From an optimization exercise on the open Yosys and OpenROAD flow, aimed at small area and a short achievable clock period; shortcuts taken in it are not production practice.
Function was checked by simulation only, so behaviour that the tests miss may differ from the original.

==> flow/design.v (excerpt) <==
module fpmul_queue_wrapper #(
  parameter int DW    = 32,
  parameter int DEPTH = 4,
  parameter int CNT_W = $clog2(DEPTH) + 1
) (
  input  logic          Clk,
  input  logic          Rst_n,
  input  logic [2:0]    A,
  input  logic          WE,
  input  logic          RE,
  input  logic [DW-1:0] InData,
  output logic [DW-1:0] OutData,
  output logic          irq,
  output logic          done_sig
);
For scale: roughly 1700 cells after synthesis, about 73 I/O pins.
export LEC_CHECK = 0
export CAP_MARGIN = 20
export CORE_MARGIN = 2
export CORE_UTILIZATION = 40
export SLEW_MARGIN = 20
export SYNTH_HIERARCHICAL = 1
create_clock -name core_clock -period 12.0 [get_ports {Clk}]
standard.sh (not shown) runs the stock make flow with config.mk's settings and CLKGATE_MAP_FILE= SYNTH_SCRIPT=/design/flow/synth_recipe.tcl, a recipe that flattens the netlist after the stock synthesis.
==> flow/flow/run.sh <==
#!/bin/bash
set -euo pipefail
CTS="-sink_clustering_enable -repair_clock_nets -dont_use_dummy_load"
CTS="$CTS -buf_list {sky130_fd_sc_hd__clkbuf_8 sky130_fd_sc_hd__clkbuf_16}"
CTS="$CTS -sink_clustering_size 26 -sink_clustering_max_diameter 110"
bash standard.sh SETUP_SLACK_MARGIN=5.9 "CTS_ARGS=$CTS" \
  "BUFFER_PORTS_ARGS=-buffer_cell sky130_fd_sc_hd__buf_1" finish > standard.log 2>&1
The starting point passed the timing, design-rule and antenna checks.
Change:
--- a/flow/flow/run.sh
+++ b/flow/flow/run.sh
@@ -6 +6 @@
-bash standard.sh SETUP_SLACK_MARGIN=5.9 "CTS_ARGS=$CTS" \
+bash standard.sh SETUP_SLACK_MARGIN=6.0 "CTS_ARGS=$CTS" \
Outcome: The new run went through all stages and came out clean; first-iteration DRC count drops by 9.0%; die area does not change.
Change:
--- a/flow/flow/run.sh
+++ b/flow/flow/run.sh
@@ -6,2 +6,3 @@
-bash standard.sh SETUP_SLACK_MARGIN=6.0 "CTS_ARGS=$CTS" \
-  "BUFFER_PORTS_ARGS=-buffer_cell sky130_fd_sc_hd__buf_1" finish > standard.log 2>&1
+bash standard.sh SETUP_SLACK_MARGIN=6.2 "CTS_ARGS=$CTS" \
+  "BUFFER_PORTS_ARGS=-buffer_cell sky130_fd_sc_hd__buf_1" \
+  "PRE_IO_PLACEMENT_TCL=$PWD/flow/io.tcl" finish > standard.log 2>&1
==> flow/flow/io.tcl (new file) <==
# Keep the bus ports whose paths run from input to output (A, WE, RE to OutData,
# done_sig) together on one edge of the die.
set pins {A[0] A[1] A[2] WE RE done_sig irq}
for {set i 0} {$i < 32} {incr i} { lappend pins "OutData\[$i\]" }
set_io_pin_constraint -pin_names $pins -region left:*
Non-clock buffer count came out lower by 4.

========
Setup of run 1:
Another version of the RTL of fpmul_queue_wrapper (not shown whole).
For scale: about 1800 cells after synthesis, ~520 flip-flops, roughly 73 I/O pins, roughly 24000 um^2 of cells after synthesis.
==> flow/design.v (excerpt) <==
module fpmul_queue_wrapper #(
  parameter int DW    = 32,
  parameter int DEPTH = 4,
  parameter int CNT_W = $clog2(DEPTH) + 1
) (
  input  logic          Clk,
  input  logic          Rst_n,
  input  logic [2:0]    A,
  input  logic          WE,
  input  logic          RE,
  input  logic [DW-1:0] InData,
  output logic [DW-1:0] OutData,
  output logic          irq,
  output logic          done_sig
);
Settings: LEC_CHECK=0, CAP_MARGIN=20, CORE_MARGIN=2, CORE_UTILIZATION=40, SLEW_MARGIN=20, SYNTH_HIERARCHICAL=1; clock period 12.0 ns.
==> flow/flow/run.sh <==
#!/bin/bash
set -euo pipefail
CTS="-sink_clustering_enable -repair_clock_nets -dont_use_dummy_load"
CTS="$CTS -buf_list {sky130_fd_sc_hd__clkbuf_8 sky130_fd_sc_hd__clkbuf_16}"
CTS="$CTS -sink_clustering_size 26 -sink_clustering_max_diameter 110"
bash standard.sh SETUP_SLACK_MARGIN=5.9 "CTS_ARGS=$CTS" finish > standard.log 2>&1
## Diff of input files: run 2 against run 1
==> flow/flow/run.sh <==
#!/bin/bash
set -euo pipefail
CTS="-sink_clustering_enable -repair_clock_nets -dont_use_dummy_load"
CTS="$CTS -buf_list {sky130_fd_sc_hd__clkbuf_8 sky130_fd_sc_hd__clkbuf_16}"
CTS="$CTS -sink_clustering_size 20 -sink_clustering_max_diameter 100"
bash standard.sh SETUP_SLACK_MARGIN=5.9 "CTS_ARGS=$CTS" \
  "BUFFER_PORTS_ARGS=-buffer_cell sky130_fd_sc_hd__buf_2" finish > standard.log 2>&1
Results
Changes observed in run 2 relative to run 1: number of ordinary inverters in the final layout barely changed, clock buffer instance count of the final layout climbed 6.
Run 2 vs run 1 on met2 wire length: run 2 is the lower one.
Fraction of met3 tracks used by global routing ended up 0.54 points higher on run 2 than on run 1.
The transition time at the pin with the least slew margin reported for run 2 is smaller than that of run 1 by 0.048 ns.
Input changes introduced in run 3 (baseline for comparison: run 2):
- swapping 20 for 5 in CAP_MARGIN
- swapping 20 for 5 in SLEW_MARGIN
==> flow/flow/run.sh <==
#!/bin/bash
set -euo pipefail
CTS="-sink_clustering_enable -repair_clock_nets -dont_use_dummy_load"
CTS="$CTS -buf_list {sky130_fd_sc_hd__clkbuf_8 sky130_fd_sc_hd__clkbuf_16}"
CTS="$CTS -sink_clustering_size 26 -sink_clustering_max_diameter 110"
bash standard.sh SETUP_SLACK_MARGIN=5.9 "CTS_ARGS=$CTS" \
  "BUFFER_PORTS_ARGS=-buffer_cell sky130_fd_sc_hd__buf_2" finish > standard.log 2>&1
Notes after the runs:
- In the flow results for run 3 and run 2, the clock period minus final worst setup slack is larger on run 2.
- Going from run 2 to run 3, final cell count shrank slightly.
- Changes observed in run 3 relative to run 2: die area roughly the same; final worst setup slack higher; total non-filler cell area in the finished layout lower.
- On via count, run 2 loses to run 3.
For run 4, these inputs were changed with respect to run 3:
- CAP_MARGIN now 20, was 5
- SLEW_MARGIN now 20, was 5
==> flow/flow/run.sh <==
#!/bin/bash
set -euo pipefail
CTS="-sink_clustering_enable -repair_clock_nets -dont_use_dummy_load"
CTS="$CTS -buf_list {sky130_fd_sc_hd__clkbuf_8 sky130_fd_sc_hd__clkbuf_16}"
CTS="$CTS -sink_clustering_size 20 -sink_clustering_max_diameter 100"
bash standard.sh SETUP_SLACK_MARGIN=5.9 "CTS_ARGS=$CTS" finish > standard.log 2>&1
Results
- Minimum clock period: run 4 higher than run 3
- Portion of the clock cycle consumed by the worst path in the final layout: run 3 vs run 4, no meaningful difference
- Signed area change from the synthesized netlist to the final layout sits higher in run 4 than in run 3.
- Going from run 3 to run 4, cell area went up by 840 um^2, worst-case headroom to the max-slew limit went down by 3.7 points, worst path required time was more or less identical.
Input changes introduced in run 5 (baseline for comparison: run 4):
==> flow/flow/run.sh <==
#!/bin/bash
set -euo pipefail
CTS="-sink_clustering_enable -repair_clock_nets -dont_use_dummy_load"
CTS="$CTS -buf_list {sky130_fd_sc_hd__clkbuf_8 sky130_fd_sc_hd__clkbuf_16}"
CTS="$CTS -sink_clustering_size 26 -sink_clustering_max_diameter 110"
bash standard.sh SETUP_SLACK_MARGIN=5.9 "CTS_ARGS=$CTS" \
  "BUFFER_PORTS_ARGS=-buffer_cell sky130_fd_sc_hd__buf_2" finish > standard.log 2>&1
## What came out
done_sig as the end point of the critical path was reported by run 4, and OutData[2] by run 5.
Compared run 5 against run 4; cell count after placement within noise.
[compare] base=run 4 new=run 5: critical path depth saw an increase.
In run 5, the clock period minus worst slack came out 0.0053 ns below the value in run 4.
## Diff of input files: run 6 against run 5
==> flow/flow/run.sh <==
#!/bin/bash
set -euo pipefail
CTS="-sink_clustering_enable -repair_clock_nets -dont_use_dummy_load"
CTS="$CTS -buf_list {sky130_fd_sc_hd__clkbuf_8 sky130_fd_sc_hd__clkbuf_16}"
CTS="$CTS -sink_clustering_size 20 -sink_clustering_max_diameter 100"
bash standard.sh SETUP_SLACK_MARGIN=6.0 "CTS_ARGS=$CTS" finish > standard.log 2>&1
==> run notes <==
The final layout from run 6, which completed every stage, passed the timing, design-rule and antenna checks at the end of the flow.
Cell count grows slightly when moving from run 5 to run 6.
Summary of run 6 over run 5: total met2 wirelength after detailed routing higher; relative slew slack lower.
Looking at count of buffering cells on the critical path with inverters included, run 6 sits 2 above run 5.
Min instance area after placement across run 5 and run 6: run 5
Going from run 5 to run 6, ratio of final minimum period to clock period was more or less identical; time the final worst path needs with I/O delays and setup went up by 0.0089 ns.

==> port drivers added, routing unchanged <==
The flow's constraints put no driver on any port. The routed layouts listed below were extracted and timed again, unchanged, in two steps. Step 1 assumes that a clkbuf_16 drives the clock port and a buf_2 every other input. Step 2 adds t to the input delays and takes it off the output delays; t is the mean of the earliest and latest rising clock arrival at the registers after step 1. Input paths then give back, and output paths get back, about the clock's delay inside the block. a / b / c = ideal / step 1 / step 2; a / b = the first two.
run | t (ns) | slack for setup (ns) | worst hold slack (ns) | clock arrival spread, ns | cell pins on the clock port's net
the first run of note 1 | 0.602 | 5.895 / 5.834 / 5.649 | 0.479 / 0.479 / 0.479 | 0.083 / 0.083 | 1
the second run of note 1 | 0.603 | 5.935 / 5.861 / 5.641 | 0.481 / 0.481 / 0.481 | 0.077 / 0.077 | 1
the third run of note 1 | 0.609 | 6.025 / 5.954 / 5.808 | 0.478 / 0.478 / 0.478 | 0.055 / 0.055 | 1
run 1 | 0.617 | 5.914 / 5.859 / 5.859 | 0.480 / 0.480 / 0.480 | 0.033 / 0.033 | 1
run 2 | 0.639 | 5.920 / 5.889 / 5.889 | 0.480 / 0.480 / 0.480 | 0.064 / 0.064 | 1
run 3 | 0.615 | 5.932 / 5.901 / 5.901 | 0.478 / 0.478 / 0.478 | 0.023 / 0.023 | 1
run 4 | 0.640 | 5.926 / 5.869 / 5.869 | 0.471 / 0.471 / 0.471 | 0.043 / 0.042 | 1
run 5 | 0.615 | 5.932 / 5.901 / 5.901 | 0.478 / 0.478 / 0.478 | 0.023 / 0.023 | 1
run 6 | 0.639 | 5.923 / 5.868 / 5.868 | 0.471 / 0.471 / 0.471 | 0.043 / 0.044 | 1
After both steps every run listed still meets setup and hold. For the second run of note 1, which loses most, drivers alone change the setup slack by -0.074 ns; drivers and shift together by -0.294 ns.
